Source: an optimization exercise on an open RTL-to-GDS flow (aim: a short achievable clock period and few clock cycles per item). Production flows keep margins and buffers that such runs may drop.
Where RTL was checked, it was by simulation tests only, not by an equivalence proof against the original.

==> job 7113: inputs <==
==> flow/design.v <==
module riscv_crypto_sha256_msched (
  input  logic        clk,
  input  logic        rst,
  input  logic        in_valid,
  output logic        in_ready,
  input  logic [31:0] in_data,
  output logic        out_valid,
  input  logic        out_ready,
  output logic [31:0] out_data,
  output logic [5:0]  out_idx,
  output logic        out_last,
  output logic        busy
);
  localparam int DIN = 2;
  function automatic logic [31:0] sig0(input logic [31:0] x);
    sig0 = {x[6:0], x[31:7]} ^ {x[17:0], x[31:18]} ^ {3'b000, x[31:3]};
  endfunction
  function automatic logic [31:0] sig1(input logic [31:0] x);
    sig1 = {x[16:0], x[31:17]} ^ {x[18:0], x[31:19]} ^ {10'b0, x[31:10]};
  endfunction
  function automatic logic [31:0] ks_add(input logic [31:0] a, input logic [31:0] b);
    logic [31:0] g, p, gn, pn;
    g = a & b;
    p = a ^ b;
    for (int l = 0; l < 5; l++) begin
      for (int i = 0; i < 32; i++) begin
        if (i >= (1 << l)) begin
          gn[i] = g[i] | (p[i] & g[i - (1 << l)]);
          pn[i] = p[i] & p[i - (1 << l)];
        end else begin
          gn[i] = g[i];
          pn[i] = p[i];
        end
      end
      g = gn;
      p = pn;
    end
    ks_add = a ^ b ^ {g[30:0], 1'b0};
  endfunction
  logic [31:0] fifo_q [DIN];
  logic [1:0]  f_wp_q, f_rp_q;
  logic [2:0]  f_cnt_q, f_cnt_d;
  logic        f_ne_q;
  logic        f_le1_q, f_le2_q;  
  logic        in_ready_d;
  logic        in_nrdy_q;      
  logic        in_rdy_q;       
  logic [3:0]  in_cnt_q;
  logic        in15_q;         
  logic        in_hs, ld_in;
  logic [31:0] head;
  logic [31:0] win_q [16];     
  logic [5:0]  n_q, n_d;       
  logic [31:0] bp_q, bg_q;     
  logic        bv_q, bv_d;     
  logic [31:0] x_q;            
  logic [31:0] y_q;            
  logic        adv_q, adv_d;   
  logic        bld_q;          
  logic        bsel_q;         
  logic [31:0] s1w;
  logic [31:0] c_g[6], c_p[6], w_sum;
  logic [4:0]  lag_q, lag_d, lag_t, lag_n;  
  logic        nz_q;           
  logic        l15_q, l16_q;   
  logic [15:0] sel_q;          
  logic [31:0] rd_word;
  logic        ov_port_q, ovn_q, ov_i;
  logic [31:0] out_data_q;
  logic [5:0]  out_idx_q, m_q;
  logic        out_last_q, olh_q;
  logic        m63_q;          
  logic        take;
  logic [1:0]  pend_q, pend_d;
  logic        pend_eq1_q, pend_ge2_q;
  logic        busy_q, busy_d;
  logic        inc, dec;
  assign in_hs = in_valid & in_rdy_q;
  assign head  = fifo_q[f_rp_q];
  assign ld_in = bld_q & bsel_q & f_ne_q;
  assign s1w = sig1(win_q[0]);
  always_comb begin
    c_g[0] = bg_q;
    c_p[0] = bp_q;
    for (int l = 0; l < 5; l++) begin
      for (int i = 0; i < 32; i++) begin
        if (i >= (1 << l)) begin
          c_g[l+1][i] = c_g[l][i] | (c_p[l][i] & c_g[l][i - (1 << l)]);
          c_p[l+1][i] = c_p[l][i] & c_p[l][i - (1 << l)];
        end else begin
          c_g[l+1][i] = c_g[l][i];
          c_p[l+1][i] = c_p[l][i];
        end
      end
    end
    w_sum = bp_q ^ {c_g[5][30:0], 1'b0};
  end
  assign ov_i = ~ovn_q;
  assign take = nz_q & (~ov_i | out_ready);
  always_comb begin
    rd_word = 32'd0;
    for (int i = 0; i < 16; i++) rd_word = rd_word | ({32{sel_q[i]}} & win_q[i]);
  end
  always_comb begin
    f_cnt_d = f_cnt_q + {2'b00, in_hs} - {2'b00, ld_in};
    n_d     = n_q + {5'd0, adv_q};
    bv_d    = bld_q ? (~bsel_q | f_ne_q) : bv_q;
    lag_t   = adv_q ? lag_q : lag_q - 5'd1;
    lag_n   = adv_q ? lag_q + 5'd1 : lag_q;
    lag_d   = take ? lag_t : lag_n;
    adv_d   = bv_d & ~(take ? 1'b0 : ((l15_q & adv_q) | l16_q));
    inc     = in_hs & in15_q;
    dec     = ov_i & out_ready & olh_q;
    pend_d  = pend_q + {1'b0, inc} - {1'b0, dec};
    busy_d  = inc | pend_ge2_q | (pend_eq1_q & ~dec);
    case ({ld_in, in_hs})
      2'b10:   in_ready_d = f_le2_q;
      2'b01:   in_ready_d = ~f_ne_q;
      default: in_ready_d = f_le1_q;
    endcase
    in_ready_d = in_ready_d | ~busy_d;
  end
  always_ff @(posedge clk or posedge rst) begin
    if (rst) begin
      f_wp_q      <= 2'd0;
      f_rp_q      <= 2'd0;
      f_cnt_q     <= 3'd0;
      f_ne_q      <= 1'b0;
      f_le1_q     <= 1'b1;
      f_le2_q     <= 1'b1;
      in_nrdy_q   <= 1'b0;
      in_rdy_q    <= 1'b1;
      in_cnt_q    <= 4'd0;
      in15_q      <= 1'b0;
      n_q         <= 6'd0;
      bv_q        <= 1'b0;
      adv_q       <= 1'b0;
      bld_q       <= 1'b1;
      bsel_q      <= 1'b1;
      lag_q       <= 5'd0;
      nz_q        <= 1'b0;
      l15_q       <= 1'b0;
      l16_q       <= 1'b0;
      sel_q       <= 16'd0;
      ov_port_q   <= 1'b0;
      ovn_q       <= 1'b1;
      olh_q       <= 1'b0;
      m_q         <= 6'd0;
      m63_q       <= 1'b0;
      pend_q      <= 2'd0;
      pend_eq1_q  <= 1'b0;
      pend_ge2_q  <= 1'b0;
      busy_q      <= 1'b0;
    end else begin
      if (in_hs) f_wp_q <= (f_wp_q == 2'(DIN - 1)) ? 2'd0 : f_wp_q + 2'd1;
      if (ld_in) f_rp_q <= (f_rp_q == 2'(DIN - 1)) ? 2'd0 : f_rp_q + 2'd1;
      f_cnt_q    <= f_cnt_d;
      f_ne_q     <= (f_cnt_d != 3'd0);
      f_le1_q    <= (f_cnt_d <= 3'd1);
      f_le2_q    <= (f_cnt_d <= 3'd2);
      in_nrdy_q  <= ~in_ready_d;
      in_rdy_q   <= in_ready_d;
      if (in_hs) begin
        in_cnt_q <= in_cnt_q + 4'd1;
        in15_q   <= (in_cnt_q == 4'd14);
      end
      n_q        <= n_d;
      bv_q       <= bv_d;
      adv_q      <= adv_d;
      bld_q      <= adv_d | ~bv_d;
      bsel_q     <= ~adv_d | (n_d < 6'd15) | (n_d == 6'd63);
      lag_q      <= lag_d;
      nz_q       <= take ? (lag_t != 5'd0) : (lag_n != 5'd0);
      l15_q      <= take ? (lag_t == 5'd15) : (lag_n == 5'd15);
      l16_q      <= take ? 1'b0 : (lag_n == 5'd16);
      if (take) begin
        if (~adv_q) sel_q <= {1'b0, sel_q[15:1]};
      end else begin
        if (adv_q)  sel_q <= {sel_q[14:0], ~nz_q};
      end
      ov_port_q  <= take | (ov_i & ~out_ready);
      ovn_q      <= ~(take | (ov_i & ~out_ready));
      if (take) begin
        olh_q    <= m63_q;
        m_q      <= m_q + 6'd1;
        m63_q    <= (m_q == 6'd62);
      end
      pend_q     <= pend_d;
      pend_eq1_q <= (pend_d == 2'd1);
      pend_ge2_q <= pend_d[1];
      busy_q     <= busy_d;
    end
  end
  always_ff @(posedge clk) begin
    if (in_hs) fifo_q[f_wp_q] <= in_data;
    if (take) begin
      out_data_q <= rd_word;
      out_idx_q  <= m_q;
      out_last_q <= m63_q;
    end
    if (bld_q) begin
      bp_q <= bsel_q ? head  : (s1w ^ x_q);
      bg_q <= bsel_q ? 32'd0 : (s1w & x_q);
    end
    if (adv_q) begin
      win_q[0] <= w_sum;
      for (int i = 1; i < 16; i++) win_q[i] <= win_q[i-1];
      x_q <= ks_add(y_q, win_q[4]);
      y_q <= ks_add(sig0(win_q[11]), win_q[12]);
    end
  end
  assign in_ready  = ~in_nrdy_q;
  assign out_valid = ov_port_q;
  assign out_data  = out_data_q;
  assign out_idx   = out_idx_q;
  assign out_last  = out_last_q;
  assign busy      = busy_q;
endmodule
==> flow/flow/run.sh <==
#!/bin/bash
# Standard synthesis and placement; then each output port's flop is moved next
# to its port buffer and placement re-legalized; then the rest of the standard
# ORFS layout. repair_timing aims at a larger setup margin.
set -euo pipefail
M=5.4
bash standard.sh synth > synth.log 2>&1
bash standard.sh SETUP_SLACK_MARGIN=$M place > place.log 2>&1
PLACE_ODB=$PWD/orfs/results/$FLOW_PLATFORM/riscv_crypto_sha256_msched/base/3_place.odb \
  openroad -no_init -exit flow/move_io_flops.tcl > move_io_flops.log 2>&1
bash standard.sh SETUP_SLACK_MARGIN=$M finish > layout.log 2>&1
==> flow/flow/move_io_flops.tcl <==
# Move each output port's driving flop (and any single-fanout cells between it
# and the port buffer) next to the port buffer, then legalize.
set odb $::env(PLACE_ODB)
read_db $odb
set block [ord::get_db_block]
set moved 0
foreach bt [$block getBTerms] {
  if {[$bt getIoType] ne "OUTPUT"} { continue }
  set net [$bt getNet]
  if {$net eq "NULL"} { continue }
  # the port buffer drives the port net
  set drv ""
  foreach it [$net getITerms] { if {[$it isOutputSignal]} { set drv $it } }
  if {$drv eq ""} { continue }
  set buf [$drv getInst]
  set bx [lindex [$buf getLocation] 0]; set by [lindex [$buf getLocation] 1]
  set cur $buf
  for {set hop 0} {$hop < 3} {incr hop} {
    # the single input net of cur
    set innet ""
    foreach it [$cur getITerms] {
      if {[$it isInputSignal]} {
        set m [[$it getMTerm] getName]
        if {$m eq "CLK" || $m eq "RESET_B" || $m eq "SET_B"} { continue }
        set n [$it getNet]
        if {$n ne "NULL"} { lappend innet $n }
      }
    }
    if {[llength $innet] != 1} { break }
    set n [lindex $innet 0]
    set d ""
    set nload 0
    foreach it [$n getITerms] { if {[$it isOutputSignal]} { set d $it } else { incr nload } }
    if {$d eq "" || $nload != 1} { break }
    set prev [$d getInst]
    $prev setLocation $bx $by
    $prev setPlacementStatus PLACED
    incr moved
    set master [[$prev getMaster] getName]
    if {[string match "*df*" $master]} { break }
    set cur $prev
  }
}
puts "moved $moved cells"
detailed_placement
check_placement -verbose
write_db $odb
==> flow/standard.sh <==
#!/bin/bash
# synth_recipe.tcl (not shown) runs the flow's synth.tcl, then flattens the netlist and writes it again
# the make line also repeats each setting of config.mk as NAME=value (left out here)
make -C /OpenROAD-flow-scripts/flow DESIGN_CONFIG=/design/flow/config.mk WORK_HOME=/design/flow/orfs CLKGATE_MAP_FILE= SYNTH_SCRIPT=/design/flow/synth_recipe.tcl "${@:-finish}"
==> flow/config.mk <==
export PLATFORM = sky130hd
export DESIGN_NAME = riscv_crypto_sha256_msched
export DESIGN_NICKNAME = riscv_crypto_sha256_msched
export VERILOG_FILES = /design/flow/design.v
export SDC_FILE = /design/flow/constraint.sdc
export NUM_CORES = 4
export LEC_CHECK = 0
export ABC_CLOCK_PERIOD_IN_PS = 1200
export CAP_MARGIN = 20
export CORE_MARGIN = 2
export CORE_UTILIZATION = 40
export SETUP_SLACK_MARGIN = 5
export SLEW_MARGIN = 20
==> flow/constraint.sdc <==
create_clock -name core_clock -period 8.0 [get_ports {clk}]
set_input_delay 1.6000 -clock core_clock [delete_from_list [all_inputs] [get_ports {clk}]]
set_output_delay 1.6000 -clock core_clock [all_outputs]
set_load 0.01 [all_outputs]
==> job 1707: changes against job 7113 <==
==> flow/design.v (replaced) <==
module riscv_crypto_sha256_msched (
  input  logic        clk,
  input  logic        rst,
  input  logic        in_valid,
  output logic        in_ready,
  input  logic [31:0] in_data,
  output logic        out_valid,
  input  logic        out_ready,
  output logic [31:0] out_data,
  output logic [5:0]  out_idx,
  output logic        out_last,
  output logic        busy
);
  localparam int DIN = 2;
  function automatic logic [31:0] sig0(input logic [31:0] x);
    sig0 = {x[6:0], x[31:7]} ^ {x[17:0], x[31:18]} ^ {3'b000, x[31:3]};
  endfunction
  function automatic logic [31:0] sig1(input logic [31:0] x);
    sig1 = {x[16:0], x[31:17]} ^ {x[18:0], x[31:19]} ^ {10'b0, x[31:10]};
  endfunction
  function automatic logic [31:0] ks_sum(input logic [31:0] g0, input logic [31:0] p0);
    logic [31:0] g, p, gn, pn;
    g = g0;
    p = p0;
    for (int l = 0; l < 5; l++) begin
      for (int i = 0; i < 32; i++) begin
        if (i >= (1 << l)) begin
          gn[i] = g[i] | (p[i] & g[i - (1 << l)]);
          pn[i] = p[i] & p[i - (1 << l)];
        end else begin
          gn[i] = g[i];
          pn[i] = p[i];
        end
      end
      g = gn;
      p = pn;
    end
    ks_sum = p0 ^ {g[30:0], 1'b0};
  endfunction
  function automatic logic [31:0] maj2(input logic [31:0] a, input logic [31:0] b,
                                       input logic [31:0] c);
    logic [31:0] m;
    m = (a & b) | (a & c) | (b & c);
    maj2 = {m[30:0], 1'b0};
  endfunction
  logic [31:0] fifo_q [DIN];
  logic        f_wp_q, f_rp_q;
  logic [2:0]  f_cnt_q, f_cnt_d;
  logic        f_ne_q;
  logic        f_le1_q, f_le2_q;  
  logic        in_ready_d;
  logic        in_nrdy_q;      
  logic        in_rdy_q;       
  logic [3:0]  in_cnt_q;
  logic        in15_q;         
  logic        in_hs, pop;
  logic [31:0] head;
  localparam int NW = 14;
  logic [31:0] win_q [NW];
  logic [5:0]  n_q, n_d;       
  logic        nlt16_q;        
  logic        n15_q, n63_q;   
  logic        fne_d, nge16_d;
  logic [31:0] bp_q, bg_q;     
  logic [31:0] x_q;            
  logic [31:0] xp_q, xg_q;     
  logic        adv_q, adv_d;   
  logic [31:0] s1w;
  logic [31:0] w_sum, x_sum, xs, xc;
  logic [4:0]  lag_q, lag_d, lag_t, lag_n;  
  logic        nz_q;           
  logic        lm1_q, lmax_q;  
  logic [NW-1:0] sel_q;        
  logic [31:0] rd_word, tk_word, w_in;
  logic        ov_port_q, ovn_q, ov_i;
  logic [31:0] out_data_q, od_h_q;
  logic [5:0]  out_idx_q, oi_h_q, m_q;
  logic        out_last_q, olh_q;
  logic        m63_q;          
  logic        take;
  logic [1:0]  pend_q, pend_d;
  logic        pend_eq1_q, pend_ge2_q;
  logic        busy_q, busy_d;
  logic        inc, dec;
  assign in_hs = in_valid & in_rdy_q;
  assign head  = fifo_q[f_rp_q];
  assign pop   = adv_q & nlt16_q;
  always_comb begin
    s1w = sig1(win_q[0]);
    xs = win_q[3] ^ sig0(win_q[11]) ^ win_q[12];
    xc = maj2(win_q[3], sig0(win_q[11]), win_q[12]);
  end
  assign w_sum = ks_sum(bg_q, bp_q);
  assign x_sum = ks_sum(xg_q, xp_q);
  assign ov_i = ~ovn_q;
  assign take    = (nz_q | adv_q) & (~ov_i | out_ready);
  assign w_in    = nlt16_q ? head : w_sum;
  assign tk_word = nz_q ? rd_word : w_in;
  always_comb begin
    rd_word = 32'd0;
    for (int i = 0; i < NW; i++) rd_word = rd_word | ({32{sel_q[i]}} & win_q[i]);
  end
  always_comb begin
    f_cnt_d = f_cnt_q + {2'b00, in_hs} - {2'b00, pop};
    n_d     = n_q + {5'd0, adv_q};
    lag_t   = adv_q ? lag_q : lag_q - 5'd1;
    lag_n   = adv_q ? lag_q + 5'd1 : lag_q;
    lag_d   = take ? lag_t : lag_n;
    fne_d   = in_hs | ~f_le1_q | (f_ne_q & ~pop);
    nge16_d = adv_q ? (n15_q | (~nlt16_q & ~n63_q)) : ~nlt16_q;
    adv_d   = (nge16_d | fne_d) &
              ~(take ? 1'b0 : ((lm1_q & adv_q) | lmax_q));
    inc     = in_hs & in15_q;
    dec     = ov_i & out_ready & olh_q;
    pend_d  = pend_q + {1'b0, inc} - {1'b0, dec};
    busy_d  = inc | pend_ge2_q | (pend_eq1_q & ~dec);
    case ({pop, in_hs})
      2'b10:   in_ready_d = f_le2_q;
      2'b01:   in_ready_d = ~f_ne_q;
      default: in_ready_d = f_le1_q;
    endcase
    in_ready_d = in_ready_d | ~busy_d;
  end
  always_ff @(posedge clk or posedge rst) begin
    if (rst) begin
      f_wp_q      <= 1'b0;
      f_rp_q      <= 1'b0;
      f_cnt_q     <= 3'd0;
      f_ne_q      <= 1'b0;
      f_le1_q     <= 1'b1;
      f_le2_q     <= 1'b1;
      in_nrdy_q   <= 1'b0;
      in_rdy_q    <= 1'b1;
      in_cnt_q    <= 4'd0;
      in15_q      <= 1'b0;
      n_q         <= 6'd0;
      nlt16_q     <= 1'b1;
      n15_q       <= 1'b0;
      n63_q       <= 1'b0;
      adv_q       <= 1'b0;
      lag_q       <= 5'd0;
      nz_q        <= 1'b0;
      lm1_q       <= 1'b0;
      lmax_q      <= 1'b0;
      sel_q       <= '0;
      ov_port_q   <= 1'b0;
      ovn_q       <= 1'b1;
      olh_q       <= 1'b0;
      od_h_q      <= 32'd0;
      oi_h_q      <= 6'd0;
      m_q         <= 6'd0;
      m63_q       <= 1'b0;
      pend_q      <= 2'd0;
      pend_eq1_q  <= 1'b0;
      pend_ge2_q  <= 1'b0;
      busy_q      <= 1'b0;
    end else begin
      if (in_hs) f_wp_q <= ~f_wp_q;
      if (pop)   f_rp_q <= ~f_rp_q;
      f_cnt_q    <= f_cnt_d;
      f_ne_q     <= fne_d;
      f_le1_q    <= (f_cnt_d <= 3'd1);
      f_le2_q    <= (f_cnt_d <= 3'd2);
      in_nrdy_q  <= ~in_ready_d;
      in_rdy_q   <= in_ready_d;
      if (in_hs) begin
        in_cnt_q <= in_cnt_q + 4'd1;
        in15_q   <= (in_cnt_q == 4'd14);
      end
      n_q        <= n_d;
      nlt16_q    <= (n_d[5:4] == 2'b00);
      n15_q      <= (n_d == 6'd15);
      n63_q      <= (n_d == 6'd63);
      adv_q      <= adv_d;
      lag_q      <= lag_d;
      nz_q       <= take ? (lag_t != 5'd0) : (lag_n != 5'd0);
      lm1_q      <= take ? (lag_t == 5'(NW - 1)) : (lag_n == 5'(NW - 1));
      lmax_q     <= take ? 1'b0 : (lag_n == 5'(NW));
      if (take) begin
        if (~adv_q) sel_q <= {1'b0, sel_q[NW-1:1]};
      end else begin
        if (adv_q)  sel_q <= {sel_q[NW-2:0], ~nz_q};
      end
      ov_port_q  <= take | (ov_i & ~out_ready);
      ovn_q      <= ~(take | (ov_i & ~out_ready));
      if (take) begin
        olh_q    <= m63_q;
        od_h_q   <= tk_word;
        oi_h_q   <= m_q;
        m_q      <= m_q + 6'd1;
        m63_q    <= (m_q == 6'd62);
      end
      pend_q     <= pend_d;
      pend_eq1_q <= (pend_d == 2'd1);
      pend_ge2_q <= pend_d[1];
      busy_q     <= busy_d;
    end
  end
  always_ff @(posedge clk) begin
    if (in_hs) fifo_q[f_wp_q] <= in_data;
    out_data_q <= take ? tk_word : od_h_q;
    out_idx_q  <= take ? m_q     : oi_h_q;
    out_last_q <= take ? m63_q   : olh_q;
    if (adv_q) begin
      bp_q <= s1w ^ x_q;
      bg_q <= s1w & x_q;
      win_q[0] <= w_in;
      for (int i = 1; i < NW; i++) win_q[i] <= win_q[i-1];
      x_q  <= x_sum;
      xp_q <= xs ^ xc;
      xg_q <= xs & xc;
    end
  end
  assign in_ready  = ~in_nrdy_q;
  assign out_valid = ov_port_q;
  assign out_data  = out_data_q;
  assign out_idx   = out_idx_q;
  assign out_last  = out_last_q;
  assign busy      = busy_q;
endmodule
--- a/flow/config.mk
+++ b/flow/config.mk
@@ -5,7 +5,7 @@
 export SDC_FILE = /design/flow/constraint.sdc
 export NUM_CORES = 4
 export LEC_CHECK = 0
-export ABC_CLOCK_PERIOD_IN_PS = 1200
+export ABC_CLOCK_PERIOD_IN_PS = 2000
 export CAP_MARGIN = 20
 export CORE_MARGIN = 2
 export CORE_UTILIZATION = 40
==> job 6587: changes against job 7113 <==
==> flow/design.v (replaced) <==
module riscv_crypto_sha256_msched (
  input  logic        clk,
  input  logic        rst,
  input  logic        in_valid,
  output logic        in_ready,
  input  logic [31:0] in_data,
  output logic        out_valid,
  input  logic        out_ready,
  output logic [31:0] out_data,
  output logic [5:0]  out_idx,
  output logic        out_last,
  output logic        busy
);
  localparam int DIN = 2;
  function automatic logic [31:0] sig0(input logic [31:0] x);
    sig0 = {x[6:0], x[31:7]} ^ {x[17:0], x[31:18]} ^ {3'b000, x[31:3]};
  endfunction
  function automatic logic [31:0] sig1(input logic [31:0] x);
    sig1 = {x[16:0], x[31:17]} ^ {x[18:0], x[31:19]} ^ {10'b0, x[31:10]};
  endfunction
  function automatic logic [31:0] ks_sum(input logic [31:0] g0, input logic [31:0] p0);
    logic [31:0] g, p, gn, pn;
    g = g0;
    p = p0;
    for (int l = 0; l < 5; l++) begin
      for (int i = 0; i < 32; i++) begin
        if (i >= (1 << l)) begin
          gn[i] = g[i] | (p[i] & g[i - (1 << l)]);
          pn[i] = p[i] & p[i - (1 << l)];
        end else begin
          gn[i] = g[i];
          pn[i] = p[i];
        end
      end
      g = gn;
      p = pn;
    end
    ks_sum = p0 ^ {g[30:0], 1'b0};
  endfunction
  function automatic logic [31:0] maj2(input logic [31:0] a, input logic [31:0] b,
                                       input logic [31:0] c);
    logic [31:0] m;
    m = (a & b) | (a & c) | (b & c);
    maj2 = {m[30:0], 1'b0};
  endfunction
  logic [31:0] fifo_q [DIN];
  logic        f_wp_q, f_rp_q;
  logic [2:0]  f_cnt_q, f_cnt_d;
  logic        f_ne_q;
  logic        f_le1_q, f_le2_q;  
  logic        in_ready_d;
  logic        in_nrdy_q;      
  logic        in_rdy_q;       
  logic [3:0]  in_cnt_q;
  logic        in15_q;         
  logic        in_hs, pop;
  logic [31:0] head;
  logic [31:0] win_q [16];     
  logic [5:0]  n_q, n_d;       
  logic        nlt16_q;        
  logic        n15_q, n63_q;   
  logic        fne_d, nge16_d;
  logic [31:0] bp_q, bg_q;     
  logic [31:0] x_q;            
  logic [31:0] xp_q, xg_q;     
  logic        adv_q, adv_d;   
  logic [31:0] s1w;
  logic [31:0] w_sum, x_sum, xs, xc;
  logic [4:0]  lag_q, lag_d, lag_t, lag_n;  
  logic        nz_q;           
  logic        l15_q, l16_q;   
  logic [15:0] sel_q;          
  logic [31:0] rd_word;
  logic        ov_port_q, ovn_q, ov_i;
  logic [31:0] out_data_q, od_h_q;
  logic [5:0]  out_idx_q, oi_h_q, m_q;
  logic        out_last_q, olh_q;
  logic        m63_q;          
  logic        take;
  logic [1:0]  pend_q, pend_d;
  logic        pend_eq1_q, pend_ge2_q;
  logic        busy_q, busy_d;
  logic        inc, dec;
  assign in_hs = in_valid & in_rdy_q;
  assign head  = fifo_q[f_rp_q];
  assign pop   = adv_q & nlt16_q;
  always_comb begin
    s1w = sig1(win_q[0]);
    xs = win_q[3] ^ sig0(win_q[11]) ^ win_q[12];
    xc = maj2(win_q[3], sig0(win_q[11]), win_q[12]);
  end
  assign w_sum = ks_sum(bg_q, bp_q);
  assign x_sum = ks_sum(xg_q, xp_q);
  assign ov_i = ~ovn_q;
  assign take = nz_q & (~ov_i | out_ready);
  always_comb begin
    rd_word = 32'd0;
    for (int i = 0; i < 16; i++) rd_word = rd_word | ({32{sel_q[i]}} & win_q[i]);
  end
  always_comb begin
    f_cnt_d = f_cnt_q + {2'b00, in_hs} - {2'b00, pop};
    n_d     = n_q + {5'd0, adv_q};
    lag_t   = adv_q ? lag_q : lag_q - 5'd1;
    lag_n   = adv_q ? lag_q + 5'd1 : lag_q;
    lag_d   = take ? lag_t : lag_n;
    fne_d   = in_hs | ~f_le1_q | (f_ne_q & ~pop);
    nge16_d = adv_q ? (n15_q | (~nlt16_q & ~n63_q)) : ~nlt16_q;
    adv_d   = (nge16_d | fne_d) &
              ~(take ? 1'b0 : ((l15_q & adv_q) | l16_q));
    inc     = in_hs & in15_q;
    dec     = ov_i & out_ready & olh_q;
    pend_d  = pend_q + {1'b0, inc} - {1'b0, dec};
    busy_d  = inc | pend_ge2_q | (pend_eq1_q & ~dec);
    case ({pop, in_hs})
      2'b10:   in_ready_d = f_le2_q;
      2'b01:   in_ready_d = ~f_ne_q;
      default: in_ready_d = f_le1_q;
    endcase
    in_ready_d = in_ready_d | ~busy_d;
  end
  always_ff @(posedge clk or posedge rst) begin
    if (rst) begin
      f_wp_q      <= 1'b0;
      f_rp_q      <= 1'b0;
      f_cnt_q     <= 3'd0;
      f_ne_q      <= 1'b0;
      f_le1_q     <= 1'b1;
      f_le2_q     <= 1'b1;
      in_nrdy_q   <= 1'b0;
      in_rdy_q    <= 1'b1;
      in_cnt_q    <= 4'd0;
      in15_q      <= 1'b0;
      n_q         <= 6'd0;
      nlt16_q     <= 1'b1;
      n15_q       <= 1'b0;
      n63_q       <= 1'b0;
      adv_q       <= 1'b0;
      lag_q       <= 5'd0;
      nz_q        <= 1'b0;
      l15_q       <= 1'b0;
      l16_q       <= 1'b0;
      sel_q       <= 16'd0;
      ov_port_q   <= 1'b0;
      ovn_q       <= 1'b1;
      olh_q       <= 1'b0;
      od_h_q      <= 32'd0;
      oi_h_q      <= 6'd0;
      m_q         <= 6'd0;
      m63_q       <= 1'b0;
      pend_q      <= 2'd0;
      pend_eq1_q  <= 1'b0;
      pend_ge2_q  <= 1'b0;
      busy_q      <= 1'b0;
    end else begin
      if (in_hs) f_wp_q <= ~f_wp_q;
      if (pop)   f_rp_q <= ~f_rp_q;
      f_cnt_q    <= f_cnt_d;
      f_ne_q     <= fne_d;
      f_le1_q    <= (f_cnt_d <= 3'd1);
      f_le2_q    <= (f_cnt_d <= 3'd2);
      in_nrdy_q  <= ~in_ready_d;
      in_rdy_q   <= in_ready_d;
      if (in_hs) begin
        in_cnt_q <= in_cnt_q + 4'd1;
        in15_q   <= (in_cnt_q == 4'd14);
      end
      n_q        <= n_d;
      nlt16_q    <= (n_d[5:4] == 2'b00);
      n15_q      <= (n_d == 6'd15);
      n63_q      <= (n_d == 6'd63);
      adv_q      <= adv_d;
      lag_q      <= lag_d;
      nz_q       <= take ? (lag_t != 5'd0) : (lag_n != 5'd0);
      l15_q      <= take ? (lag_t == 5'd15) : (lag_n == 5'd15);
      l16_q      <= take ? 1'b0 : (lag_n == 5'd16);
      if (take) begin
        if (~adv_q) sel_q <= {1'b0, sel_q[15:1]};
      end else begin
        if (adv_q)  sel_q <= {sel_q[14:0], ~nz_q};
      end
      ov_port_q  <= take | (ov_i & ~out_ready);
      ovn_q      <= ~(take | (ov_i & ~out_ready));
      if (take) begin
        olh_q    <= m63_q;
        od_h_q   <= rd_word;
        oi_h_q   <= m_q;
        m_q      <= m_q + 6'd1;
        m63_q    <= (m_q == 6'd62);
      end
      pend_q     <= pend_d;
      pend_eq1_q <= (pend_d == 2'd1);
      pend_ge2_q <= pend_d[1];
      busy_q     <= busy_d;
    end
  end
  always_ff @(posedge clk) begin
    if (in_hs) fifo_q[f_wp_q] <= in_data;
    out_data_q <= take ? rd_word : od_h_q;
    out_idx_q  <= take ? m_q     : oi_h_q;
    out_last_q <= take ? m63_q   : olh_q;
    if (adv_q) begin
      bp_q <= s1w ^ x_q;
      bg_q <= s1w & x_q;
      win_q[0] <= nlt16_q ? head : w_sum;
      for (int i = 1; i < 16; i++) win_q[i] <= win_q[i-1];
      x_q  <= x_sum;
      xp_q <= xs ^ xc;
      xg_q <= xs & xc;
    end
  end
  assign in_ready  = ~in_nrdy_q;
  assign out_valid = ov_port_q;
  assign out_data  = out_data_q;
  assign out_idx   = out_idx_q;
  assign out_last  = out_last_q;
  assign busy      = busy_q;
endmodule
--- a/flow/config.mk
+++ b/flow/config.mk
@@ -5,9 +5,10 @@
 export SDC_FILE = /design/flow/constraint.sdc
 export NUM_CORES = 4
 export LEC_CHECK = 0
-export ABC_CLOCK_PERIOD_IN_PS = 1200
+export ABC_CLOCK_PERIOD_IN_PS = 2000
 export CAP_MARGIN = 20
 export CORE_MARGIN = 2
-export CORE_UTILIZATION = 40
+export CORE_UTILIZATION = 55
+export PLACE_DENSITY = 0.7
 export SETUP_SLACK_MARGIN = 5
 export SLEW_MARGIN = 20
==> results.toml <==
[timing]
finalCritPeriodShare_pct = 34.5
maxSlewHeadroom_pct = 31.1

[cts]
clock_sinks = 807
numCtsBuffers = 81

[cells_and_area]
clk_share_pct = 6.47

[grt]
met1_usage_pct = 29.5

[outcome]
status = "no timing/DRC/antenna violations"

[floorplan]
fp-row-count = 106

[min_path]
min-delay-start = "xp_q[0]"
The numbers above come from job 1707.

==> results.toml <==
[timing]
maxSlewHeadroom_pct = 36.3
hold_viol = 0
finalCritPeriodShare_pct = 41.1

[cts]
numCtsBuffers = 85
clock_sinks = 805

[grt]
met1_usage_pct = 31.1

[cells_and_area]
clk_share_pct = 6.67

[outcome]
status = "no timing/DRC/antenna violations"

[floorplan]
fp-row-count = 107
The numbers above come from job 7113.

==> results.toml <==
[min_path]
min-delay-start = "xp_q[1]"

[cts]
clock_sinks = 873
numCtsBuffers = 88

[setup_path]
start_kind = "flop"

[grt]
met1_usage_pct = 39.5
grt_pass1_vias = 21000
antenna_found_initial = 1

[cells_and_area]
layout-area-overhead-vs-synth_pct = 15.1
sh_seq_area_pct = 62.1

[floorplan]
coreArea_um2 = 64100
fp-row-count = 93

[timing]
hold_viol = 0
setup_tns_ps = 0
finalCritPeriodShare_pct = 34.5
maxSlewHeadroom_pct = 35.6

[outcome]
status = "no timing/DRC/antenna violations"

[synth]
synth-edff-count = 733
The numbers above come from job 6587.

Testbench counts of job 6587, summed over its fixed seeds: cycles 4,120, items 4,096.
The RTL of job 7113 and job 1707 was laid out without a check of its function.

-- separate check: timing with driven ports --
Ports are ideal in the flow. The routed layouts listed here were re-timed in OpenROAD.
Step 1 assumes that a clkbuf_16 drives the clock port and a buf_2 every other input.
Step 2 moves the port delays by t, midway between the first and last clock arrival at a register: inputs arrive t later, outputs are due t later. That takes back most of the time a late clock gives input paths.
a / b / c = ideal ports / drivers / drivers and shift; a / b = the first two.
run	t (ns)	slack for setup (ns)	hold WS [ns]
job 7113	0.706	4.715 / 4.715 / 4.707	0.426 / 0.426 / 0.426
job 1707	0.686	5.238 / 5.186 / 4.796	0.420 / 0.420 / 0.420
job 6587	0.700	5.239 / 5.179 / 4.761	0.421 / 0.421 / 0.421
After both steps every run listed still meets setup and hold. For job 6587, which loses most, drivers alone change the setup slack by -0.060 ns; drivers and shift together by -0.478 ns.
